This design comes from an exercise in tuning for small area on the open sky130 flow, not from production work. Only simulation tests tie the RTL to the original design; equivalence was not proved. Power figures rest on the tool's default switching activity, not on a simulated workload.

==> willow <==
// softreg_fabric_top
module softreg_fabric_top (
	input  logic          global_clk,
	input  logic          global_rst_n,
	input  logic [softreg_pkg::SR_REQ_W-1:0]  softreg_req,
	output logic [softreg_pkg::SR_RESP_W-1:0] softreg_resp
);
	localparam int NREGS  = 32;
	localparam int DW     = softreg_pkg::SR_DATA_W;
	localparam int DSTAGES = 7;
	logic rst;
	assign rst = global_rst_n;
	logic       req_valid;
	logic       req_write;
	logic       in_range;
	logic [4:0] req_idx;
	assign req_valid = softreg_req[97];
	assign req_write = softreg_req[96];
	assign in_range = req_valid && (softreg_req[95:74] == '0) && (softreg_req[71:67] == '0);
	assign req_idx  = {softreg_req[73:72], softreg_req[66:64]};
	logic [DW-1:0] wr_data;
	assign wr_data = rst ? '0 : softreg_req[DW-1:0];
	logic [DW-1:0] regs_q [NREGS];
	genvar r;
	generate
		for (r = 0; r < NREGS; r++) begin : gen_reg
			logic wr_en;
			assign wr_en = rst || (in_range && req_write && (req_idx == 5'(r)));
			always_ff @(posedge global_clk) begin
				if (wr_en) regs_q[r] <= wr_data;
			end
		end
	endgenerate
	logic       rd_valid_q [DSTAGES + 1];
	logic [NREGS-1:0] rd_sel_q;
	logic [DW-1:0] rd_data_q [DSTAGES];
	always_ff @(posedge global_clk) begin
		if (rst) begin
			for (int s = 0; s <= DSTAGES; s++) rd_valid_q[s] <= 1'b0;
		end else begin
			rd_valid_q[0] <= in_range && !req_write;
			for (int s = 1; s <= DSTAGES; s++) rd_valid_q[s] <= rd_valid_q[s-1];
		end
	end
	always_ff @(posedge global_clk) begin
		for (int i = 0; i < NREGS; i++) rd_sel_q[i] <= (req_idx == 5'(i));
	end
	logic [DW-1:0] rd_mux;
	always_comb begin
		rd_mux = '0;
		for (int i = 0; i < NREGS; i++)
			rd_mux = rd_mux | (regs_q[i] & {DW{rd_sel_q[i]}});
	end
	always_ff @(posedge global_clk) begin
		rd_data_q[0] <= rd_mux;
  ...
==> module softreg_fabric_top, before the edit <==
module softreg_fabric_top (
	input  logic          global_clk,
	input  logic          global_rst_n,
	input  logic [softreg_pkg::SR_REQ_W-1:0]  softreg_req,
	output logic [softreg_pkg::SR_RESP_W-1:0] softreg_resp
);
	localparam int NREGS  = 32;
	localparam int DW     = softreg_pkg::SR_DATA_W;
	localparam int DSTAGES = 7;
	logic rst;
	assign rst = global_rst_n;
	logic       req_valid;
	logic       req_write;
	logic       in_range;
	logic [4:0] req_idx;
	assign req_valid = softreg_req[97];
	assign req_write = softreg_req[96];
	assign in_range = req_valid && (softreg_req[95:74] == '0) && (softreg_req[71:67] == '0);
	assign req_idx  = {softreg_req[73:72], softreg_req[66:64]};
	logic [DW-1:0] wr_data;
	assign wr_data = rst ? '0 : softreg_req[DW-1:0];
	logic [DW-1:0] regs_q [NREGS];
	genvar r;
	generate
		for (r = 0; r < NREGS; r++) begin : gen_reg
			logic wr_en;
			assign wr_en = rst || (in_range && req_write && (req_idx == 5'(r)));
			always_ff @(posedge global_clk) begin
				if (wr_en) regs_q[r] <= wr_data;
			end
		end
	endgenerate
	logic       rd_valid_q [DSTAGES + 1];
	logic [NREGS-1:0] rd_sel_q;
	logic [DW-1:0] rd_data_q [DSTAGES];
	always_ff @(posedge global_clk) begin
		if (rst) begin
			for (int s = 0; s <= DSTAGES; s++) rd_valid_q[s] <= 1'b0;
		end else begin
			rd_valid_q[0] <= in_range && !req_write;
			for (int s = 1; s <= DSTAGES; s++) rd_valid_q[s] <= rd_valid_q[s-1];
		end
	end
	always_ff @(posedge global_clk) begin
		for (int i = 0; i < NREGS; i++) rd_sel_q[i] <= (req_idx == 5'(i));
	end
	logic [DW-1:0] rd_mux;
	always_comb begin
		rd_mux = '0;
		for (int i = 0; i < NREGS; i++)
			rd_mux = rd_mux | (regs_q[i] & {DW{rd_sel_q[i]}});
	end
	always_ff @(posedge global_clk) begin
		rd_data_q[0] <= rd_mux;
		for (int s = 1; s < DSTAGES - 1; s++) rd_data_q[s] <= rd_data_q[s-1];
		rd_data_q[DSTAGES-1] <= (rd_valid_q[DSTAGES-1] && !rst) ? rd_data_q[DSTAGES-2] : '0;
	end
	assign softreg_resp = {rd_valid_q[DSTAGES], rd_data_q[DSTAGES-1]};
endmodule
==> flow/config.mk <==
export PLATFORM = sky130hd
export DESIGN_NAME = softreg_fabric_top
export DESIGN_NICKNAME = softreg_fabric_top
export VERILOG_FILES = /design/flow/design.v
export SDC_FILE = /design/flow/constraint.sdc
export NUM_CORES = 4
export LEC_CHECK = 0
export CAP_MARGIN = 20
export CORE_MARGIN = 2
export CORE_UTILIZATION = 55
export PLACE_DENSITY = 0.65
export SLEW_MARGIN = 20
==> flow/constraint.sdc <==
create_clock -name core_clock -period 5.0 [get_ports {global_clk}]
set_input_delay 1.0000 -clock core_clock [delete_from_list [all_inputs] [get_ports {global_clk}]]
set_output_delay 1.0000 -clock core_clock [all_outputs]
set_load 0.01 [all_outputs]
standard.sh (not shown) runs the stock make flow with config.mk's settings and CLKGATE_MAP_FILE= SYNTH_SCRIPT=/design/flow/synth_recipe.tcl, a recipe that flattens the netlist after the stock synthesis.
==> flow/flow/run.sh <==
#!/bin/bash
# Standard ORFS layout (the standard.sh, unchanged synthesis) with:
#  - buf_1 port buffers instead of the default clkdlybuf4s50_1,
#  - CTS with larger sink clusters on clkbuf_8 and no dummy loads,
# The make output goes to flow_make.log; ORFS writes each step's log under orfs/logs.
set -uo pipefail
cd "$(dirname "${BASH_SOURCE[0]}")/.."
bash standard.sh \
  "BUFFER_PORTS_ARGS=-buffer_cell sky130_fd_sc_hd__buf_1" \
  "CTS_ARGS=-sink_clustering_enable -repair_clock_nets -dont_use_dummy_load -buf_list sky130_fd_sc_hd__clkbuf_8 -sink_clustering_size 18 -sink_clustering_max_diameter 60" \
  finish > flow_make.log 2>&1
status=$?
tail -20 flow_make.log
exit $status
==> cedar (differences from willow) <==
--- a/flow/design.v
+++ b/flow/design.v
@@ -163,7 +163,7 @@
 		end
 	endgenerate
 	logic       rd_valid_q [DSTAGES + 1];
-	logic [NREGS-1:0] rd_sel_q;
+	logic [4:0] rd_idx_q;
 	logic [DW-1:0] rd_data_q [DSTAGES];
 	always_ff @(posedge global_clk) begin
 		if (rst) begin
@@ -174,16 +174,10 @@
 		end
 	end
 	always_ff @(posedge global_clk) begin
-		for (int i = 0; i < NREGS; i++) rd_sel_q[i] <= (req_idx == 5'(i));
-	end
-	logic [DW-1:0] rd_mux;
-	always_comb begin
-		rd_mux = '0;
-		for (int i = 0; i < NREGS; i++)
-			rd_mux = rd_mux | (regs_q[i] & {DW{rd_sel_q[i]}});
+		rd_idx_q <= req_idx;
 	end
 	always_ff @(posedge global_clk) begin
-		rd_data_q[0] <= rd_mux;
+		rd_data_q[0] <= regs_q[rd_idx_q];
 		for (int s = 1; s < DSTAGES - 1; s++) rd_data_q[s] <= rd_data_q[s-1];
 		rd_data_q[DSTAGES-1] <= (rd_valid_q[DSTAGES-1] && !rst) ? rd_data_q[DSTAGES-2] : '0;
 	end
==> flow/flow/run.sh (replaced) <==
#!/bin/bash
# Standard ORFS layout with smaller port buffers and no CTS dummy loads.
set -uo pipefail
cd "$(dirname "${BASH_SOURCE[0]}")/.."
bash standard.sh \
  "BUFFER_PORTS_ARGS=-buffer_cell sky130_fd_sc_hd__buf_1" \
  "CTS_ARGS=-sink_clustering_enable -repair_clock_nets -buf_list sky130_fd_sc_hd__clkbuf_8 -dont_use_dummy_load" \
  finish > flow_make.log 2>&1
status=$?
tail -20 flow_make.log
exit $status
--- a/flow/config.mk
+++ b/flow/config.mk
@@ -7,6 +7,7 @@
 export LEC_CHECK = 0
 export CAP_MARGIN = 20
 export CORE_MARGIN = 2
-export CORE_UTILIZATION = 55
-export PLACE_DENSITY = 0.65
+export CORE_UTILIZATION = 60
+export CTS_BUF_LIST = sky130_fd_sc_hd__clkbuf_8
+export PLACE_DENSITY = 0.7
 export SLEW_MARGIN = 20
==> quartz (differences from willow) <==
==> flow/flow/run.sh (replaced) <==
#!/bin/bash
# Standard ORFS layout (the standard.sh) with these changes:
#  - synthesis maps the combinational logic with an area-oriented ABC script
#    (flow/abc_area_map.script in place of ORFS's abc_speed.script); the rest of
#    the synthesis, and so every register, is the standard one,
#  - buf_1 port buffers instead of the default clkdlybuf4s50_1,
#  - CTS with larger sink clusters on clkbuf_8 and no dummy loads,
# Make output goes to synth_make.log and flow_make.log; ORFS writes each step's
# log under orfs/logs.
set -uo pipefail
cd "$(dirname "${BASH_SOURCE[0]}")/.."
rm -rf scripts_mod
cp -r "$FLOW_HOME/scripts" scripts_mod
cp flow/abc_area_map.script scripts_mod/abc_speed.script
bash standard.sh "SCRIPTS_DIR=$PWD/scripts_mod" synth > synth_make.log 2>&1
status=$?
if [[ $status -ne 0 ]]; then tail -20 synth_make.log; exit $status; fi
bash standard.sh \
  "BUFFER_PORTS_ARGS=-buffer_cell sky130_fd_sc_hd__buf_1" \
  "CTS_ARGS=-sink_clustering_enable -repair_clock_nets -dont_use_dummy_load -buf_list sky130_fd_sc_hd__clkbuf_8 -sink_clustering_size 18 -sink_clustering_max_diameter 60" \
  finish > flow_make.log 2>&1
status=$?
tail -20 flow_make.log
exit $status
==> flow/flow/abc_area_map.script (new file) <==
&get -n
&st
&dch
&nf -R 1000 -p -C 32 -F 8
&put
topo
stime -c
--- a/flow/config.mk
+++ b/flow/config.mk
@@ -7,6 +7,6 @@
 export LEC_CHECK = 0
 export CAP_MARGIN = 20
 export CORE_MARGIN = 2
-export CORE_UTILIZATION = 55
-export PLACE_DENSITY = 0.65
+export CORE_UTILIZATION = 65
+export PLACE_DENSITY = 0.75
 export SLEW_MARGIN = 20
==> pepper (differences from willow) <==
--- a/flow/design.v
+++ b/flow/design.v
@@ -130,62 +130,58 @@
 	assign root_resp = node_q[0];
 endmodule
 `timescale 1ns/1ns
-module softreg_fabric_top (
+module softreg_fabric_top #(
+	parameter int NUM_BANKS     = 4,
+	parameter int REGS_PER_BANK = 8,
+	parameter int REQ_STAGES    = 2,
+	parameter int RESP_STAGES   = 2
+) (
 	input  logic          global_clk,
 	input  logic          global_rst_n,
 	input  logic [softreg_pkg::SR_REQ_W-1:0]  softreg_req,
 	output logic [softreg_pkg::SR_RESP_W-1:0] softreg_resp
 );
-	localparam int NREGS  = 32;
-	localparam int DW     = softreg_pkg::SR_DATA_W;
-	localparam int DSTAGES = 7;
-	logic rst;
-	assign rst = global_rst_n;
-	logic       req_valid;
-	logic       req_write;
-	logic       in_range;
-	logic [4:0] req_idx;
-	assign req_valid = softreg_req[97];
-	assign req_write = softreg_req[96];
-	assign in_range = req_valid && (softreg_req[95:74] == '0) && (softreg_req[71:67] == '0);
-	assign req_idx  = {softreg_req[73:72], softreg_req[66:64]};
-	logic [DW-1:0] wr_data;
-	assign wr_data = rst ? '0 : softreg_req[DW-1:0];
-	logic [DW-1:0] regs_q [NREGS];
-	genvar r;
+	softreg_pkg::softreg_req_t bank_req;
+	logic [NUM_BANKS*softreg_pkg::SR_RESP_W-1:0] bank_resp;
+	softreg_pkg::softreg_resp_t tree_resp;
+	pipe_delay #(
+		.WIDTH(softreg_pkg::SR_REQ_W),
+		.STAGES(REQ_STAGES)
+	) req_pipe (
+		.global_clk(global_clk),
+		.global_rst_n(global_rst_n),
+		.in_bus(softreg_req),
+		.out_bus(bank_req)
+	);
+	genvar b;
 	generate
-		for (r = 0; r < NREGS; r++) begin : gen_reg
-			logic wr_en;
-			assign wr_en = rst || (in_range && req_write && (req_idx == 5'(r)));
-			always_ff @(posedge global_clk) begin
-				if (wr_en) regs_q[r] <= wr_data;
-			end
+		for (b = 0; b < NUM_BANKS; b++) begin : gen_bank
+			softreg_bank #(
+				.BANK_ID(b),
+				.REGS_PER_BANK(REGS_PER_BANK)
+			) bank (
+				.global_clk(global_clk),
+				.global_rst_n(global_rst_n),
+				.req(bank_req),
+				.resp(bank_resp[b*softreg_pkg::SR_RESP_W +: softreg_pkg::SR_RESP_W])
+			);
 		end
 	endgenerate
-	logic       rd_valid_q [DSTAGES + 1];
-	logic [NREGS-1:0] rd_sel_q;
-	logic [DW-1:0] rd_data_q [DSTAGES];
-	always_ff @(posedge global_clk) begin
-		if (rst) begin
-			for (int s = 0; s <= DSTAGES; s++) rd_valid_q[s] <= 1'b0;
-		end else begin
-			rd_valid_q[0] <= in_range && !req_write;
-			for (int s = 1; s <= DSTAGES; s++) rd_valid_q[s] <= rd_valid_q[s-1];
-		end
-	end
-	always_ff @(posedge global_clk) begin
-		for (int i = 0; i < NREGS; i++) rd_sel_q[i] <= (req_idx == 5'(i));
-	end
-	logic [DW-1:0] rd_mux;
-	always_comb begin
-		rd_mux = '0;
-		for (int i = 0; i < NREGS; i++)
-			rd_mux = rd_mux | (regs_q[i] & {DW{rd_sel_q[i]}});
-	end
-	always_ff @(posedge global_clk) begin
-		rd_data_q[0] <= rd_mux;
-		for (int s = 1; s < DSTAGES - 1; s++) rd_data_q[s] <= rd_data_q[s-1];
-		rd_data_q[DSTAGES-1] <= (rd_valid_q[DSTAGES-1] && !rst) ? rd_data_q[DSTAGES-2] : '0;
-	end
-	assign softreg_resp = {rd_valid_q[DSTAGES], rd_data_q[DSTAGES-1]};
+	resp_or_tree #(
+		.NUM_BANKS(NUM_BANKS)
+	) resp_tree (
+		.global_clk(global_clk),
+		.global_rst_n(global_rst_n),
+		.leaf_resp(bank_resp),
+		.root_resp(tree_resp)
+	);
+	pipe_delay #(
+		.WIDTH(softreg_pkg::SR_RESP_W),
+		.STAGES(RESP_STAGES)
+	) resp_pipe (
+		.global_clk(global_clk),
+		.global_rst_n(global_rst_n),
+		.in_bus(tree_resp),
+		.out_bus(softreg_resp)
+	);
 endmodule
==> flow/run.sh (new file) <==
#!/bin/bash
# synth_recipe.tcl (not shown) runs the flow's synth.tcl, then flattens the netlist and writes it again
# the make line also repeats each setting of config.mk as NAME=value (left out here)
make -C /OpenROAD-flow-scripts/flow DESIGN_CONFIG=/design/flow/config.mk WORK_HOME=/design/flow/orfs CLKGATE_MAP_FILE= SYNTH_SCRIPT=/design/flow/synth_recipe.tcl finish
--- a/flow/config.mk
+++ b/flow/config.mk
@@ -7,6 +7,5 @@
 export LEC_CHECK = 0
 export CAP_MARGIN = 20
 export CORE_MARGIN = 2
-export CORE_UTILIZATION = 55
-export PLACE_DENSITY = 0.65
+export CORE_UTILIZATION = 35
 export SLEW_MARGIN = 20
removed: flow/flow/run.sh
removed: flow/standard.sh
==> comparison table <==
metric	willow	cedar	quartz	pepper
Run status	complete, no violations	complete, no violations	complete, no violations	complete, no violations
Via-to-Cell Ratio	6.92	7.20	7.22	5.61
Clock root buffer	clkbuf_8	clkbuf_8	clkbuf_8	clkbuf_16
Period minus WS final	3100 ps	3890 ps	3020 ps	3800 ps
Detailed-route wire length on metal 1	90.3 mm	92.3 mm	73.4 mm	156 mm
Number of cells on the worst hold path	0	0	2	2
Sum of buffers and inverters on the critical path	2	1	0	2
DP Wirelength	119 mm	157 mm	115 mm	218 mm
Area Overhead vs Synth	8.02%	12.5%	8.13%	14.9%
Starting density of the core	0.553	0.603	0.652	0.351
Buffers from clock root to sink, at most	3	4	3	4
Clock group	8.96 mW	13.8 mW	8.65 mW	23.8 mW
Yosys warnings	4	4	4	10
Met2 track demand over resource	0.473	0.550	0.482	0.343
Worst-case register-to-register setup slack	2460 ps	1110 ps	1980 ps	1200 ps
Core region area	152000 um^2	141000 um^2	125000 um^2	330000 um^2
Maximum number of pins on one net before global-route repair	65	65	65	172

==> separate check: timing with driven ports <==
The flow's constraints put no driver on any port. The routed layouts listed below were extracted and timed again, unchanged, in two steps. Step 1 assumes that a clkbuf_16 drives the clock port and a buf_2 every other input. Step 2 moves the port delays by t, midway between the first and last clock arrival at a register: inputs arrive t later, outputs are due t later. That takes back most of the time a late clock gives input paths. Slacks: ideal / step 1 / step 2; pairs: ideal / step 1.
run	t, ns	slack for setup (ns)	worst hold slack (ns)	worst setup path after step 2	cell pins on the clock port's net
willow	0.994	1.901 / 1.942 / 0.948	0.269 / 0.269 / 0.269	input to register	1
cedar	1.112	1.112 / 1.112 / 0.860	0.235 / 0.210 / 0.235	input to register	1
quartz	0.979	1.976 / 1.976 / 1.154	0.249 / 0.201 / 0.307	input to register	1
pepper	0.973	1.197 / 1.197 / 0.905	0.427 / 0.427 / 0.427	input to register	1
After both steps setup and hold are still met in every run listed. The setup slack of willow, which loses most, moves by +0.041 ns with the drivers and by -0.953 ns with both steps.
